From an optimization exercise on the open Yosys and OpenROAD flow, aimed at small area; shortcuts taken in it are not production practice. RTL that was checked went through simulation tests only; none was proved equivalent to the original. Power is estimated from default activity; no workload was simulated.

Setup of run a:
Design resample_interp, start of the top module:
module resample_interp #(
    parameter int SYM_WIDTH = 1,
    parameter int INT_WIDTH = 1,
    parameter int DEC_WIDTH = 14,
    parameter int MU_WIDTH  = 8,
    parameter int DEPTH     = 8,
    parameter int CNT_WIDTH = 16,
    localparam int DW = SYM_WIDTH + INT_WIDTH + DEC_WIDTH,
    localparam int LW = $clog2(DEPTH) + 1
) (
    input  logic                 clk,
    input  logic                 rst,
    input  logic                 flush,
    input  logic                 in_valid,
    input  logic [DW-1:0]        in_i,
    input  logic [DW-1:0]        in_q,
    input  logic                 mk,
    input  logic [MU_WIDTH-1:0]  mu,
    input  logic                 mode,
    input  logic                 out_ready,
    output logic                 out_valid,
    output logic [DW-1:0]        out_i,
    output logic [DW-1:0]        out_q,
    output logic [LW-1:0]        fifo_level,
    output logic                 overflow,
    output logic [CNT_WIDTH-1:0] sym_cnt
);
clock: 6.0 ns
lec_check: 0
cap_margin: 20
core_margin: 2
core_utilization: 65
gpl_timing_driven: 0
place_density: 0.75
slew_margin: 20
synth_hierarchical: 1
synth_minimum_keep_size: 0
standard.sh (not shown) runs the stock make flow with config.mk's settings and CLKGATE_MAP_FILE= SYNTH_SCRIPT=/design/flow/synth_recipe.tcl, a recipe that flattens the netlist after the stock synthesis.
==> flow/flow/run.sh <==
#!/bin/bash
# Layout flow: the standard ORFS flow (standard.sh, synthesis unchanged)
# with two changes to the layout steps:
#   * port buffers use the smallest buffer (buf_1) instead of the resizer's
#     default choice; every input and output port still gets a buffer;
#   * clock tree synthesis runs without dummy loads and builds the tree from
#     clkbuf_8 cells with sink clusters of at most 20 flip-flops.
# Each tool's full output is in orfs/logs/ (one log per step); make's own
# output goes to flow_make.log in the work folder.
set -euo pipefail
export BUFFER_PORTS_ARGS="-buffer_cell sky130_fd_sc_hd__buf_1"
export CTS_ARGS="-sink_clustering_enable -repair_clock_nets -dont_use_dummy_load -buf_list sky130_fd_sc_hd__clkbuf_8 -sink_clustering_size 20 -sink_clustering_max_diameter 50"
bash standard.sh > flow_make.log 2>&1
Input changes introduced in run b (baseline for comparison: run a):
- GPL_TIMING_DRIVEN no longer set, was 0
## What came out
Multi-input gate count came out exactly the same in run a and run b. Run b reports a lower non-clock buffer count than run a does. Final critical-path setup slack (run b over run a): increase, 0.40 ns. Run b against run a: maximum single-stage delay on the critical path went down; non-filler instance count after layout decreased by 128 relative to the old numbers; total power held steady; site row count roughly the same. Number of synthesized flops with an enable pin of run b is on par with run a. Startpoint of the worst setup timing path: s1_mu[2] -> run b, s1_mu[5] -> run a. Looking at library cell contributing the largest single delay on the critical path, the dfxtp_2 result is from run b; the dfxtp_1 one comes from run a. ~same footprint of the multi-input gates in run a and run b.
Function was not checked in any run of this note: the RTL went through the layout flow alone.

---

Another version of the RTL of resample_interp (not shown whole).
Size: about 1600 cells after synthesis, ~100 I/O pins, roughly 23000 um^2 of cells after synthesis.
clock: 6.0 ns
lec_check: 0
cap_margin: 20
core_margin: 2
core_utilization: 40
cts_buf_list: sky130_fd_sc_hd__clkbuf_16
cts_cluster_diameter: 80
cts_cluster_size: 25
place_density: 0.6
slew_margin: 20
synth_hierarchical: 1
synth_minimum_keep_size: 0
run.sh (not shown) runs the stock make flow with config.mk's settings and CLKGATE_MAP_FILE= SYNTH_SCRIPT=/design/flow/synth_recipe.tcl, a recipe that flattens the netlist after the stock synthesis.
Stock flow here: none of the scripts above is used.
==> next run, changes <==
Settings changed: CTS_CLUSTER_DIAMETER 80 to 100, CTS_CLUSTER_SIZE 25 to 30.
Worst setup slack gets better by 0.0067 ns.
First-iteration DRC count climbs by a few percent.
Clock skew drops by 0.0044 ns.
Final cell count drops slightly.
Count of clock-buffer cells in the layout drops by 6.
==> next run, changes <==
==> flow/flow/run.sh (new file) <==
#!/bin/bash
# Layout flow: the standard ORFS flow (standard.sh, unchanged synthesis)
# with two changes to the layout steps:
#   * port buffers use the smallest buffer (buf_1) instead of the resizer's
#     default choice; every input and output port still gets a buffer;
#   * clock tree synthesis runs without dummy loads, with the same clustering
#     settings as config.mk.
# Each tool's full output is in orfs/logs/ (one log per step); make's own
# output goes to flow_make.log in the work folder.
set -euo pipefail
export BUFFER_PORTS_ARGS="-buffer_cell sky130_fd_sc_hd__buf_1"
export CTS_ARGS="-sink_clustering_enable -repair_clock_nets -dont_use_dummy_load -buf_list sky130_fd_sc_hd__clkbuf_16 -sink_clustering_size 25 -sink_clustering_max_diameter 80"
bash standard.sh > flow_make.log 2>&1
==> flow/standard.sh (new file) <==
#!/bin/bash
# synth_recipe.tcl (not shown) runs the flow's synth.tcl, then flattens the netlist and writes it again
# the make line also repeats each setting of config.mk as NAME=value (left out here)
make -C /OpenROAD-flow-scripts/flow DESIGN_CONFIG=/design/flow/config.mk WORK_HOME=/design/flow/orfs CLKGATE_MAP_FILE= SYNTH_SCRIPT=/design/flow/synth_recipe.tcl "${@:-finish}"
Settings changed: CTS_CLUSTER_DIAMETER 100 to 80, CTS_CLUSTER_SIZE 30 to 25.
removed: flow/run.sh
After rerunning: Register-to-register slack gets worse by 0.11 ns. Clock-buffer cell count went up by 6. Synthesized cell count stays the same. Synthesized area stays the same. Utilization went down by 1.0 points. Total power is about the same.
No run of this note included a check of the RTL's function; only the layout flow was run.

---

## build 28
resample_interp, a different RTL version from the one above (not shown whole).
Size: about 1500 cells after synthesis, roughly 100 I/O pins, roughly 23000 sq um of cells after synthesis.
Settings: LEC_CHECK=0, CAP_MARGIN=5, CORE_MARGIN=2, CORE_UTILIZATION=65, PLACE_DENSITY=0.75, SLEW_MARGIN=5, SYNTH_HIERARCHICAL=1, SYNTH_MINIMUM_KEEP_SIZE=0; clock period 6.0 ns.
standard.sh (not shown) runs the stock make flow with config.mk's settings and CLKGATE_MAP_FILE= SYNTH_SCRIPT=/design/flow/synth_recipe.tcl, a recipe that flattens the netlist after the stock synthesis.
==> flow/flow/run.sh <==
#!/bin/bash
# Layout flow: the standard ORFS flow (standard.sh, unchanged synthesis)
# with two changes to the layout steps:
#   * port buffers use the smallest buffer (buf_1) instead of the resizer's
#     default choice; every input and output port still gets a buffer;
#   * clock tree synthesis runs without dummy loads, with the same clustering
#     settings as config.mk.
# Each tool's full output is in orfs/logs/ (one log per step); make's own
# output goes to flow_make.log in the work folder.
set -euo pipefail
export BUFFER_PORTS_ARGS="-buffer_cell sky130_fd_sc_hd__buf_1"
export CTS_ARGS="-sink_clustering_enable -repair_clock_nets -dont_use_dummy_load -buf_list sky130_fd_sc_hd__clkbuf_16 -sink_clustering_size 25 -sink_clustering_max_diameter 80"
bash standard.sh > flow_make.log 2>&1
Build 28 was carried through to the last stage, and its layout satisfied the timing, DRC and antenna checks.
--- input diff build 28..build 11 ---
Settings: swapping 5 for 20 in SLEW_MARGIN; swapping 5 for 20 in CAP_MARGIN.
### Flow results
Comparing build 28 with build 11, the final worst-path cycle share came out essentially unchanged. Between build 28 and build 11, the hold slack figures differ only marginally. [build 11 vs build 28] transition at the pin with the smallest max-transition slack: lower in build 11. Changes observed in build 11 relative to build 28: areal power density over the cells flat, worst setup slack after layout has remained practically unchanged, global-route track usage on met3 held steady, signal arrival time at the worst endpoint ~0 delta, detailed-routed wire length on met2 saw little to no change. Total length of routed wires: build 11 vs build 28, no meaningful difference.
The inputs of build 12 differ from those of build 11 as listed below.
Settings: PLACE_DENSITY now 0.6, was 0.75; CORE_UTILIZATION now 40, was 65; CTS_CLUSTER_SIZE now 25, previously not set; CTS_CLUSTER_DIAMETER now 80, previously not set; CTS_BUF_LIST now sky130_fd_sc_hd__clkbuf_16, previously not set.
--- outcome ---
Build 12 completed; timing, DRC and antenna clean
Measured against build 11, the clock buffer count of build 12 comes out at 1.14 times the reference value.
[compare] base=build 11 new=build 12: proportion of power drawn by the clock network saw an increase, met2 track demand over resource in global routing saw a decrease, area occupied by multi-input gates saw little to no change.
A worst setup path endpoint of s2_y_i[15] is what build 12 shows, while s2_y_i[14] belongs to build 11.

-- separate check: timing with driven ports --
Ports are ideal in the flow. The routed layouts listed here were re-timed in OpenROAD. Step 1, drivers: a clkbuf_16 drives clk and a buf_2 each remaining input, both assumed. Step 2 moves the port delays by t, midway between the first and last clock arrival at a register: inputs arrive t later, outputs are due t later. That takes back most of the time a late clock gives input paths. Three values: ideal ports, drivers, drivers and shift; two values: the first two.
run	t, ns	slack for setup (ns)	cell pins on the clock port's net
run a	0.581	0.222 / 0.222 / 0.222	1
run b	0.599	0.622 / 0.622 / 0.622	1
the first run of note 2	0.628	0.375 / 0.375 / 0.375	1
the second run of note 2	0.612	0.382 / 0.382 / 0.382	1
the third run of note 2	0.601	0.275 / 0.275 / 0.275	1
build 28	0.564	0.543 / 0.543 / 0.543	1
build 11	0.564	0.544 / 0.544 / 0.544	1
build 12	0.603	0.354 / 0.354 / 0.354	1
After both steps setup and hold are still met in every run listed.
